This is an optimization exercise on Yosys and OpenROAD, whose aim is small area, a short achievable clock period and few clock cycles per item, not a production implementation.
The RTL was checked by simulation tests, not by an equivalence proof against the original design.

File: config.mk
export PLATFORM = sky130hd
export DESIGN_NAME = sensor_window_average_history_core
export DESIGN_NICKNAME = sensor_window_average_history_core
export VERILOG_FILES = /design/flow/design.v
export SDC_FILE = /design/flow/constraint.sdc
export NUM_CORES = 4
export LEC_CHECK = 0
export CAP_MARGIN = 20
export CORE_MARGIN = 2
export CORE_UTILIZATION = 40
export PLACE_DENSITY = 0.6
export SLEW_MARGIN = 20
File: constraint.sdc
create_clock -name core_clock -period 8.0 [get_ports {aclk}]
set_input_delay 1.6000 -clock core_clock [delete_from_list [all_inputs] [get_ports {aclk}]]
set_output_delay 1.6000 -clock core_clock [all_outputs]
set_load 0.01 [all_outputs]
File: design.v
package swah_pkg;
    localparam int NCH = 3;
    localparam int FIELD_W  = 24;
    localparam int HOURS_W  = 7;
    localparam int CMD_W    = 2;
    localparam int S_DATA_W = 72;
    localparam int S_USER_W = 8;
    localparam int M_DATA_W = 80;
    localparam int WIN       = 12;
    localparam int HOURS_MAX = 8;
    localparam int DELTA_W = FIELD_W + 1;
    localparam logic [CMD_W-1:0] CMD_INIT = 2'd0;
    localparam logic [CMD_W-1:0] CMD_PUSH = 2'd1;
    localparam logic [CMD_W-1:0] CMD_TICK = 2'd2;
    localparam logic [CMD_W-1:0] CMD_DAY  = 2'd3;
endpackage
import swah_pkg::*;
module swah_ctrl
(
    input  logic                       aclk,
    input  logic                       aresetn,
    input  logic                       s_tvalid,
    input  logic [swah_pkg::CMD_W-1:0] s_cmd,
    input  logic                       m_tready,
    output logic                       s_tready,
    output logic                       m_tvalid,
    output logic                       go,
    output logic                       p_en,
    output logic                       p_push,
    output logic                       p_init,
    output logic                       full,
    output logic                       d_en,
    output logic                       d_init,
    output logic                       c_en,
    output logic                       c_init,
    output logic                       h_en,
    output logic                       h_sel_t,
    output logic                       t_en,
    output logic [3:0]                 hours
);
    logic                       in_v, p_v, d_v;
    logic [swah_pkg::CMD_W-1:0] in_cmd, p_cmd, d_cmd;
    logic [3:0]                 fill_cnt;
    logic                       pending;
    logic [1:0]                 cnt;
    logic                       mv;
    logic                       wr;
    logic                       pop;
    logic [1:0]                 cnt_next;
    assign go       = !pending || (cnt != 2'd2);
    assign s_tready = go;
    assign m_tvalid = mv;
    assign p_en   = go && in_v;
    assign p_push = (in_cmd == CMD_PUSH);
    assign p_init = (in_cmd == CMD_INIT);
    assign d_en   = go && p_v;
    assign d_init = (p_cmd == CMD_INIT);
    assign c_en   = go && d_v;
    assign c_init = (d_cmd == CMD_INIT);
    assign wr      = pending && (cnt != 2'd2);
    assign pop     = mv && m_tready;
    assign h_en    = (cnt == 2'd0) || m_tready;
    assign h_sel_t = (cnt == 2'd2);
    assign t_en    = (cnt != 2'd2);
    always_comb begin
        cnt_next = cnt;
        if (wr && !pop)      cnt_next = cnt + 2'd1;
        else if (!wr && pop) cnt_next = cnt - 2'd1;
    end
    always_ff @(posedge aclk) begin
        if (!aresetn) begin
            in_v     <= 1'b0;
            p_v      <= 1'b0;
            d_v      <= 1'b0;
            pending  <= 1'b0;
            cnt      <= 2'd0;
            mv       <= 1'b0;
            fill_cnt <= 4'd0;
            full     <= 1'b0;
            hours    <= 4'd0;
        end else begin
            if (go) begin
                in_v <= s_tvalid;
                p_v  <= in_v;
                d_v  <= p_v;
            end
            pending <= c_en || (pending && !wr);
            cnt     <= cnt_next;
            mv      <= (cnt_next != 2'd0);
            if (p_en && p_init) begin
                fill_cnt <= 4'd0;
                full     <= 1'b0;
            end else if (p_en && p_push && !full) begin
                fill_cnt <= fill_cnt + 4'd1;
                full     <= (fill_cnt == 4'(WIN - 1));
            end
            if (c_en && c_init) begin
                hours <= 4'd0;
            end else if (c_en && d_cmd == CMD_TICK && hours != 4'(HOURS_MAX)) begin
                hours <= hours + 4'd1;
            end
        end
    end
    always_ff @(posedge aclk) begin
        if (go) begin
            in_cmd <= s_cmd;
            p_cmd  <= in_cmd;
            d_cmd  <= p_cmd;
        end
    end
endmodule
import swah_pkg::*;
module swah_dp
(
    input  logic                        aclk,
    input  logic                        aresetn,
    input  logic [swah_pkg::FIELD_W-1:0] in_x,
    input  logic                        go,
    input  logic                        p_en,
    input  logic                        p_push,
    input  logic                        p_init,
    input  logic                        full,
    input  logic                        d_en,
    input  logic                        d_init,
    input  logic                        c_en,
    input  logic                        c_init,
    output logic [swah_pkg::FIELD_W-1:0] avg
);
    localparam int W = FIELD_W;
    logic [W-1:0]         win_reg [WIN];
    logic [W-1:0]         init_reg;
    logic [W-1:0]         oldest;
    logic [DELTA_W-1:0]   delta_reg;
    logic [W-1:0]         da_reg;
    logic [3:0]           db_reg;
    logic [W-1:0]         q_reg;
    logic [3:0]           r_reg;
    assign oldest = full ? win_reg[0] : init_reg;
    always_ff @(posedge aclk) begin
        if (p_en && p_push) begin
            for (int i = 0; i < WIN - 1; i++) begin
                win_reg[i] <= win_reg[i+1];
            end
            win_reg[WIN-1] <= in_x;
        end
    end
    always_ff @(posedge aclk) begin
        if (!aresetn) begin
            init_reg <= '0;
        end else if (p_en && p_init) begin
            init_reg <= in_x;
        end
    end
    always_ff @(posedge aclk) begin
        if (go) begin
            if (p_init) begin
                delta_reg <= {in_x[W-1], in_x};
            end else if (p_push) begin
                delta_reg <= {in_x[W-1], in_x} - {oldest[W-1], oldest};
            end else begin
                delta_reg <= '0;
            end
        end
    end
    function automatic logic [1:0] add3(input logic [1:0] a, input logic [1:0] b);
        logic [2:0] s;
        logic [2:0] t;
        s = {1'b0, a} + {1'b0, b};
        t = s - 3'd3;
        add3 = (s >= 3'd3) ? t[1:0] : s[1:0];
    endfunction
    logic [23:0] v;
    logic [1:0]  dig  [12];
    logic [1:0]  scan [5][12];
    logic [1:0]  rem  [13];
    logic [23:0] quo;
    logic [3:0]  db_next;
    logic [W-1:0] da_next;
    always_comb begin
        v = {1'b1, ~delta_reg[DELTA_W-1], delta_reg[DELTA_W-2:2]};
        for (int k = 0; k < 12; k++) begin
            dig[k]     = v[2*k +: 2];
            scan[0][k] = (dig[k] == 2'd3) ? 2'd0 : dig[k];
        end
        for (int l = 0; l < 4; l++) begin
            for (int k = 0; k < 12; k++) begin
                if (k + (1 << l) < 12) begin
                    scan[l+1][k] = add3(scan[l][k], scan[l][k + (1 << l)]);
                end else begin
                    scan[l+1][k] = scan[l][k];
                end
            end
        end
        for (int k = 0; k < 12; k++) begin
            rem[k] = scan[4][k];
        end
        rem[12] = 2'd0;
        for (int k = 0; k < 12; k++) begin
            case ({rem[k+1], dig[k]})
                4'b00_00, 4'b00_01, 4'b00_10: quo[2*k +: 2] = 2'd0;
                4'b00_11, 4'b01_00, 4'b01_01: quo[2*k +: 2] = 2'd1;
                4'b01_10, 4'b01_11, 4'b10_00: quo[2*k +: 2] = 2'd2;
                default:                      quo[2*k +: 2] = 2'd3;
            endcase
        end
        da_next = {{(W-22){quo[21]}}, quo[21:0]};
        db_next = {rem[0], delta_reg[1:0]};
    end
    always_ff @(posedge aclk) begin
        if (go) begin
            if (d_init) begin
                da_reg <= delta_reg[W-1:0];
                db_reg <= 4'd0;
            end else begin
                da_reg <= da_next;
                db_reg <= db_next;
            end
        end
    end
    logic [4:0] rsum;
    logic [4:0] rsum_wrap;
    logic       carry;
    assign rsum  = {1'b0, r_reg} + {1'b0, db_reg};
    assign rsum_wrap = rsum - 5'd12;
    assign carry = (rsum >= 5'd12);
    always_ff @(posedge aclk) begin
        if (!aresetn) begin
            q_reg <= '0;
            r_reg <= '0;
        end else if (c_en) begin
            if (c_init) begin
                q_reg <= da_reg;
                r_reg <= '0;
            end else begin
                q_reg <= q_reg + da_reg + W'(carry);
                r_reg <= carry ? rsum_wrap[3:0] : rsum[3:0];
            end
        end
    end
    assign avg = q_reg + W'(q_reg[W-1] && (r_reg != 4'd0));
endmodule
import swah_pkg::*;
module sensor_window_average_history_core
(
    input  logic                aclk,
    input  logic                aresetn,
    input  logic                s_tvalid,
    output logic                s_tready,
    input  logic [swah_pkg::S_DATA_W-1:0] s_tdata,
    input  logic [swah_pkg::S_USER_W-1:0] s_tuser,
    output logic                m_tvalid,
    input  logic                m_tready,
    output logic [swah_pkg::M_DATA_W-1:0] m_tdata
);
    localparam int RES_W = NCH * FIELD_W + 4;
    logic                  go;
    logic                  p_en, p_push, p_init, full;
    logic                  d_en, d_init;
    logic                  c_en, c_init;
    logic                  h_en, h_sel_t, t_en;
    logic [3:0]            hours;
    logic [S_DATA_W-1:0]   in_data;
    logic [FIELD_W-1:0]    avg [NCH];
    logic [RES_W-1:0]      res;
    logic [RES_W-1:0]      head_reg;
    logic [RES_W-1:0]      tail_reg;
    swah_ctrl u_ctrl (
        .aclk     (aclk),
        .aresetn  (aresetn),
        .s_tvalid (s_tvalid),
        .s_cmd    (s_tuser[CMD_W-1:0]),
        .m_tready (m_tready),
        .s_tready (s_tready),
        .m_tvalid (m_tvalid),
        .go       (go),
        .p_en     (p_en),
        .p_push   (p_push),
        .p_init   (p_init),
        .full     (full),
        .d_en     (d_en),
        .d_init   (d_init),
        .c_en     (c_en),
        .c_init   (c_init),
        .h_en     (h_en),
        .h_sel_t  (h_sel_t),
        .t_en     (t_en),
        .hours    (hours)
    );
    always_ff @(posedge aclk) begin
        if (go) begin
            in_data <= s_tdata;
        end
    end
    for (genvar c = 0; c < NCH; c++) begin : g_ch
        swah_dp u_dp (
            .aclk    (aclk),
            .aresetn (aresetn),
            .in_x    (in_data[c*FIELD_W +: FIELD_W]),
            .go      (go),
            .p_en    (p_en),
            .p_push  (p_push),
            .p_init  (p_init),
            .full    (full),
            .d_en    (d_en),
            .d_init  (d_init),
            .c_en    (c_en),
            .c_init  (c_init),
            .avg     (avg[c])
        );
    end
    assign res = {hours, avg[2], avg[1], avg[0]};
    always_ff @(posedge aclk) begin
        if (t_en) begin
            tail_reg <= res;
        end
        if (h_en) begin
            head_reg <= h_sel_t ? tail_reg : res;
        end
    end
    assign m_tdata = {1'b0, 3'b000, head_reg};
endmodule
File: run.sh
#!/bin/bash
# synth_recipe.tcl (not shown) runs the flow's synth.tcl, then flattens the netlist and writes it again
# the make line also repeats each setting of config.mk as NAME=value (left out here)
make -C /OpenROAD-flow-scripts/flow DESIGN_CONFIG=/design/flow/config.mk WORK_HOME=/design/flow/orfs CLKGATE_MAP_FILE= SYNTH_SCRIPT=/design/flow/synth_recipe.tcl finish
==> metrics.md, run 1 <==
| Metric | Value |
|---|---|
| Outcome | `timing/DRC/antenna clean` |
| Slew HR | `between 30% and 40%` |
| Placed cell count | `7,116` |
| Max-slew violation count | `0` |
| Final wirelength | `124 mm` |
| Initial antenna violation count | `3` |
| Largest net degree at the start of global routing | `around 170` |
| WL/cell | `between 15 and 20 um` |
| DP Wirelength | `~85 mm` |
| Rows | `about 150` |
| DR vias | `~38,000` |
| Critical Path Max Stage Delay | `550 ps` |
| Core footprint | `about 0.16 mm2` |
| Yosys top cell area share | `57.9%` |
| Deepest clock path buffer count | `3` |
| Count of non-filler cells in the finished layout | `approximately 7,400` |
| Cells after Synth | `4,900` |
| Syn Area/Cell | `between 10 and 15 um2` |
| Max FFs per register | `864` |
| Fmax achieved | `about 140 MHz` |
| Top cells by area, synth | `edfxtp_1 (58%), ha_1 (6.8%), dfxtp_1 (5.3%)` |
| Total global-route track usage | `15.0%` |
| Worst Skew | `about 55 ps` |
| TritonCTS buffer count | `about 150` |
| First-pass GRT wire length | `just under 200 mm` |
| Synth unique cells | `91` |
| Nets | `~5,600` |
| Final hold violation count | `0` |
| Crit. End Element | `register` |
| Die height | `between 400 and 500 um` |
| Synthesis-to-layout area growth | `14.3%` |
| Global placement routability congestion | `roughly 0.85` |
| Clock latency (worst-skew pair) | `roughly 800 ps` |
| Vias in the first global route | `roughly 36,000` |
| Crit share post-route | `roughly nine tenths` |
| Async S/R FF share, synth | `0%` |
| CTS clk-pin slew, worst paths | `around 70 ps` |
| Hold Worst Slack | `slightly below 400 ps` |
| Hold Buf Count CTS | `0` |
| Hold crit path type | `reg2reg` |
| Aggregate negative setup slack | `0 ps` |
| DRC viols | `0` |
| TritonCTS clock tree | `yes` |
| Main synth FF type | `edfxtp_1` |
| Crit Path Max Fanout | `7` |
| Crit path arrival time | `around 7700 ps` |
| Starting density of the core | `between 40% and 50%` |
| Layout cells sized above 1 | `roughly 8%` |
| Io pins | `166` |
| Post-CTS sizing | `0` |
| Most used cell, CP | `ha_1` |
| Flops & latches, synth | `1,425` |
| Root Driver | `clkbuf_16` |
| Worst-Margin Slew | `between 1000 and 1500 ps` |
| Max-cap check violation count | `0` |
| Seq/Total Area, Yosys | `between 60% and 70%` |
| Number of port buffers | `155` |
| Die ar. | `approximately 0.17 mm2` |
| Required time worst endpoint | `around 8500 ps` |
| Gr ovfl total | `0` |
| CP startpoint kind | `register` |
| Via/cell ratio | `5.10` |
| CTS Sinks | `between 1,000 and 1,500` |
| Synth Warn # | `8` |
| TritonRoute pass-1 iters | `5` |
| Worst path slowest cell | `fa_1` |
| Iteration-0 DRC Markers | `2,776` |
| H-tree depth | `4` |
| Post-DRT Antenna Nets | `0` |
| Synthesized cell area | `between 0.06 and 0.07 mm2` |
| Tmin final | `just over 7000 ps` |
| Post-synth EDFFs | `approximately 1,300` |
| Post-CTS setup buffers | `0` |
| Setup violators final | `0` |
| RSZ-0062 raised after global routing | `false` |
| Synth area leader | `edfxtp_1` |
| CP Class | `reg2reg` |
| Die width | `between 400 and 500 um` |
cell families (layout without fill, tap and decap cells):
| kind of cell | Yosys count | in the layout | synth area share (%) |
|---|---|---|---|
| muxes | 207 | 207 | 3.39 |
| and+or+nand+nor | 1275 | 1275 | 9.06 |
| AOI/OAI and AO/OA | 998 | 998 | 9.78 |
| other | 1 | 9 | 0.00577 |
| DFF | 1425 | 1425 | 63.2 |
| buffers and inverters | 339 | 674 | 1.98 |
| adders and majority gates | 452 | 452 | 9.85 |
| xor gates and xnor gates | 203 | 203 | 2.74 |
critical path, delay by kind of cell (launching register included):
kind,cells,cell delay (ps)
AO/OA/AOI/OAI,6,1280
XOR/XNOR,1,120
adder cells (fa/ha/maj),10,3180
buffers and inverters,1,60
flip-flops,1,480
multiplexers,1,300
AND/OR/NAND/NOR,6,1530
cell type report:
type,instances,area (um2)
fill,14152,86700
timing repair buffer,187,1860
clock buffer,202,4120
clock inverter,79,1000
multi-input combinational,3139,22700
antenna,5,12.5
sequential,1425,41100
tap,2160,2700
inverter,206,781
cells in the mapped netlist, types with 19 or more instances:
cell type  count
edfxtp_1    1253
nand2_1      478
a21oi_1      360
ha_1         353
nor2_1       305
inv_1        203
o21ai_0      191
dfxtp_1      172
xnor2_1      137
clkbuf_1     110
mux2i_1      105
mux2_2       101
fa_1          99
nor2b_1       98
nand3_1       93
nor3_1        84
xor2_1        66
a21o_1        64
a31oi_1       43
a211oi_1      42
o21a_1        42
or3_1         41
a311oi_1      38
and3_1        30
nand2b_1      27
nand3b_1      27
nand4_1       25
o211ai_1      20
o22ai_1       20
buf_1         19
o21bai_1      19
cells in the final DEF, fill, tap and decap left out, drive strengths merged, types with 66 or more instances in the layout:
cell type      count
edfxtp          1253
nand2            478
a21oi            363
ha               353
nor2             305
inv              211
clkbuf           202
o21ai            200
dfxtp            172
clkdlybuf4s50    155
xnor2            137
mux2i            105
mux2             102
fa                99
nor2b             98
nand3             93
nor3              84
xor2              66
path summary, 6_finish.rpt:
path                                              start                               endpoint  slack, ps  cells past startpoint
setup reg to reg   g_ch[0].u_dp.delta_reg[12]$_DFFE_PN_       g_ch[0].u_dp.da_reg[1]$_DFFE_PN_        730                     25
setup / recovery   g_ch[0].u_dp.delta_reg[12]$_DFFE_PN_       g_ch[0].u_dp.da_reg[1]$_DFFE_PN_        730                     25
hold reg to reg   g_ch[0].u_dp.win_reg[2][12]$_DFFE_PP_  g_ch[0].u_dp.win_reg[1][12]$_DFFE_PP_        390                      0
hold / removal    g_ch[0].u_dp.win_reg[2][12]$_DFFE_PP_  g_ch[0].u_dp.win_reg[1][12]$_DFFE_PP_        390                      0
through the flow:
stage / util (%) / setup WS [ps] / instance area (um2)
2_1_floorplan: - / -7150 / 65000
3_3_place_gp: 42.9 / 1050 / 69100
3_5_place_dp: 42.9 / 815 / 69100
4_1_cts: 46.1 / 710 / 74200
5_1_grt: 46.1 / 197 / 74300
6_report: 46.1 / 734 / 74300
per-layer routing:
layer | part of all wire, % | global-route usage, % | wire length, um
met2 | 41 | 21.1 | 50600
met1 | 53 | 23.5 | 65900
met4 | 1.8 | 3.82 | 2200
met3 | 4.5 | 2.67 | 5570
met5 | 0 | 0 | 0
Testbench counts, summed over its fixed seeds: cycles 12,040, items 12,000.
==> run 2, diff against run 1 <==
--- a/config.mk
+++ b/config.mk
@@ -6,7 +6,9 @@
 export NUM_CORES = 4
 export LEC_CHECK = 0
+export ABC_CLOCK_PERIOD_IN_PS = 3000
 export CAP_MARGIN = 20
 export CORE_MARGIN = 2
 export CORE_UTILIZATION = 40
 export PLACE_DENSITY = 0.6
+export SETUP_SLACK_MARGIN = 4.0
 export SLEW_MARGIN = 20
==> run 2 against run 1 <==
- highest routed layer unchanged
- sequential cell count stayed put
- routed wire length is 11% higher
- sequential share of layout area is 5.1 points lower
- via count is 7.0% higher
==> metrics.md, run 2 <==
| Metric | Value |
|---|---|
| Worst Skew | `46.4 ps (was 54.8 ps)` |
| WHS Path Cells | `0 (unchanged)` |
| Nets | `6,082 (was 5,648)` |
| Post-DRT Antenna Nets | `0 (unchanged)` |
| Layout cells sized above 1 | `26.6% (was 7.96%)` |
| Iteration-0 DRC Markers | `2,979 (was 2,776)` |
| Main synth FF type | `edfxtp_1 (unchanged)` |
| WL/cell | `17.5 um (was 16.8 um)` |
| Io pins | `166 (unchanged)` |
| CP startpoint kind | `register (unchanged)` |
| Most frequent cells after synthesis | `edfxtp_1 (1,253), nand2_1 (478), a21oi_1 (360) (unchanged)` |
| Die width | `407 um (unchanged)` |
| Hold Worst Slack | `384 ps (was 385 ps)` |
| Via/cell ratio | `5.15 (was 5.10)` |
| Slew HR | `32.6% (was 32.3%)` |
| Crit Path Max Fanout | `3 (was 7)` |
| Global placement routability congestion | `0.838 (was 0.848)` |
| Root Driver | `clkbuf_16 (unchanged)` |
| Max FFs per register | `864 (unchanged)` |
| Final core utilization | `50.9% (was 46.1%)` |
| RSZ-0062 raised after global routing | `true (was false)` |
| Vias in the first global route | `38,169 (was 36,142)` |
| Synth area leader | `edfxtp_1 (unchanged)` |
| Synth unique cells | `91 (unchanged)` |
| Most frequent cells in the layout | `edfxtp_1 (1,253), nand2_1 (454), buf_4 (365) (was edfxtp_1 (1,253), nand2_1 (475), a21oi_1 (360))` |
| First-pass GRT wire length | `209 mm (was 196 mm)` |
| Max-cap check violation count | `0 (unchanged)` |
| Largest net degree at the start of global routing | `192 (was 166)` |
| Hold crit path type | `reg2reg (unchanged)` |
| Top cells by area, synth | `edfxtp_1 (58%), ha_1 (6.8%), dfxtp_1 (5.3%) (unchanged)` |
| Final wirelength | `137 mm (was 124 mm)` |
| Cells after Synth | `4,900 (unchanged)` |
| Fmax achieved | `151 MHz (was 138 MHz)` |
| Die height | `407 um (unchanged)` |
| Deepest clock path buffer count | `3 (unchanged)` |
| TritonRoute pass-1 iters | `5 (unchanged)` |
| TritonCTS clock tree | `yes (unchanged)` |
| Synthesized cell area | `0.0650 mm2 (unchanged)` |
| Core footprint | `0.161 mm2 (unchanged)` |
| Die ar. | `0.166 mm2 (unchanged)` |
| Synth Warn # | `8 (unchanged)` |
| Synthesis-to-layout area growth | `26.0% (was 14.3%)` |
| Crit path arrival time | `7260 ps (was 7740 ps)` |
| Crit share post-route | `82.8% (was 90.8%)` |
| Number of port buffers | `155 (unchanged)` |
| CTS clk-pin slew, worst paths | `60 ps (was 70 ps)` |
| Outcome | `timing/DRC/antenna clean (unchanged)` |
| Critical Path Max Stage Delay | `500 ps (was 550 ps)` |
| DP Wirelength | `84.7 mm (was 85.0 mm)` |
| Rows | `147 (unchanged)` |
| Final hold violation count | `0 (unchanged)` |
| DR vias | `40,383 (was 37,750)` |
| Yosys top cell area share | `57.9% (unchanged)` |
| Most used cell, CP | `ha_2 (was ha_1)` |
| Tmin final | `6620 ps (was 7270 ps)` |
| CTS Sinks | `1,425 (unchanged)` |
| DRC viols | `0 (unchanged)` |
| Clock latency (worst-skew pair) | `790 ps (was 800 ps)` |
| Starting density of the core | `40.4% (unchanged)` |
| Flops & latches, synth | `1,425 (unchanged)` |
| TritonCTS buffer count | `153 (unchanged)` |
| R2R depth | `29 (was 25)` |
| Required time worst endpoint | `8640 ps (was 8470 ps)` |
| H-tree depth | `4 (unchanged)` |
| Gr ovfl total | `0 (unchanged)` |
| Total global-route track usage | `15.9% (was 15.0%)` |
| Max-slew violation count | `0 (unchanged)` |
| Syn Area/Cell | `13.3 um2 (unchanged)` |
| Most frequent cell after synthesis | `edfxtp_1 (unchanged)` |
| Initial antenna violation count | `5 (was 3)` |
| Setup violators final | `0 (unchanged)` |
| Worst-Margin Slew | `1010 ps (was 1020 ps)` |
| Async S/R FF share, synth | `0% (unchanged)` |
| Post-synth EDFFs | `1,253 (unchanged)` |
| Most common cell after layout, fill and taps aside | `edfxtp_1 (unchanged)` |
| Seq/Total Area, Yosys | `63.2% (unchanged)` |
| CP Class | `reg2reg (unchanged)` |
| Worst path slowest cell | `edfxtp_1 (was fa_1)` |
| Crit. End Element | `register (unchanged)` |
## run 2: cell counts after synthesis
No cell type changed its count.
## run 2: through the flow
step                      instance area (um2)  TNS [ps]  cells  setup slack, ps
after floorplan                         65200  -6181070   4903            -7150
after global placement                  69300         0   7116             1070
after detailed placement                69300         0   7116              797
after CTS                               79100         0   7691             1600
after global routing                    81900         0   7836             1210
final                                   81900         0   7838             1380
## run 2: final timing paths
path | slack (ps) | start | end
worst max-delay path | 1380 | g_ch[2].u_dp.delta_reg[19]$_DFFE_PN_ | g_ch[2].u_dp.da_reg[2]$_DFFE_PN_
worst min register to register | 380 | g_ch[2].u_dp.win_reg[4][7]$_DFFE_PP_ | g_ch[2].u_dp.win_reg[3][7]$_DFFE_PP_
worst max register to register | 1380 | g_ch[2].u_dp.delta_reg[19]$_DFFE_PN_ | g_ch[2].u_dp.da_reg[2]$_DFFE_PN_
worst min-delay path | 380 | g_ch[2].u_dp.win_reg[4][7]$_DFFE_PP_ | g_ch[2].u_dp.win_reg[3][7]$_DFFE_PP_
## run 2: layer usage
| layer | global-route usage, % | vias to the layer above | part of all wire, % |
|---|---|---|---|
| met1 | 24.4 | 19624 | 50 |
| met2 | 23.0 | 960 | 43 |
| li1 | - | 19574 | - |
| met5 | 0 | - | 0 |
| met4 | 4.50 | 0 | 2.2 |
| met3 | 2.57 | 225 | 4.9 |
## run 2: worst max-delay path: cells and delay by family (launching register included)
kind                     cells  cell delay [ps]
AO/OA/AOI/OAI                7              980
buffers and inverters        4              310
adder cells (fa/ha/maj)     11             3350
AND/OR/NAND/NOR              7             1320
flip-flops                   1              500
## run 2: repair_timing
item                       in CTS  in global routing
setup buffers                 291                143
pin swaps                     234                252
setup endpoints to repair     118                113
resized for setup             643                399
hold buffers                    0                  0
## run 2: kinds of logic (layout without fill, tap and decap cells)
group                      after synthesis  after routing  share of synthesized area, %
DFF                                   1425           1425                          63.2
and+or+nand+nor                       1275           1275                          9.06
AOI/OAI and AO/OA                      998            998                          9.78
adders and majority gates              452            452                          9.85
buffers and inverters                  339           1111                          1.98
muxes                                  207            207                          3.39
xor gates and xnor gates               203            203                          2.74
other                                    1              7                       0.00577
## run 2: final cells by class
| cell class | count | area (um2) |
|---|---|---|
| repair buffers | 621 | 5510 |
| clock inverters | 88 | 935 |
| fillers | 13372 | 79000 |
| diodes | 3 | 7.51 |
| inverters | 206 | 798 |
| clock buffers | 196 | 4130 |
| well taps | 2160 | 2700 |
| flip-flops and latches | 1425 | 41100 |
| multi-input cells | 3139 | 26700 |

## afterwards: timing with drivers on the ports
The flow's constraints put no driver on any port. The routed layouts listed below were extracted and timed again, unchanged, in two steps. Step 1 assumes that a clkbuf_16 drives the clock port and a buf_2 every other input. Step 2, shift: input delay + t, output delay - t, t = (earliest + latest rising clock arrival at the registers) / 2. This alone moves slack from input paths to output paths. Slacks: ideal / step 1 / step 2; pairs: ideal / step 1.
| run | t (ns) | slack for setup (ns) | worst data-port slew with drivers (ns) |
|---|---|---|---|
| run 1 | 0.851 | 0.734 / 0.734 / 0.734 | 0.06 |
| run 2 | 0.839 | 1.378 / 1.378 / 1.378 | 0.06 |
After both steps every run listed still meets setup and hold.
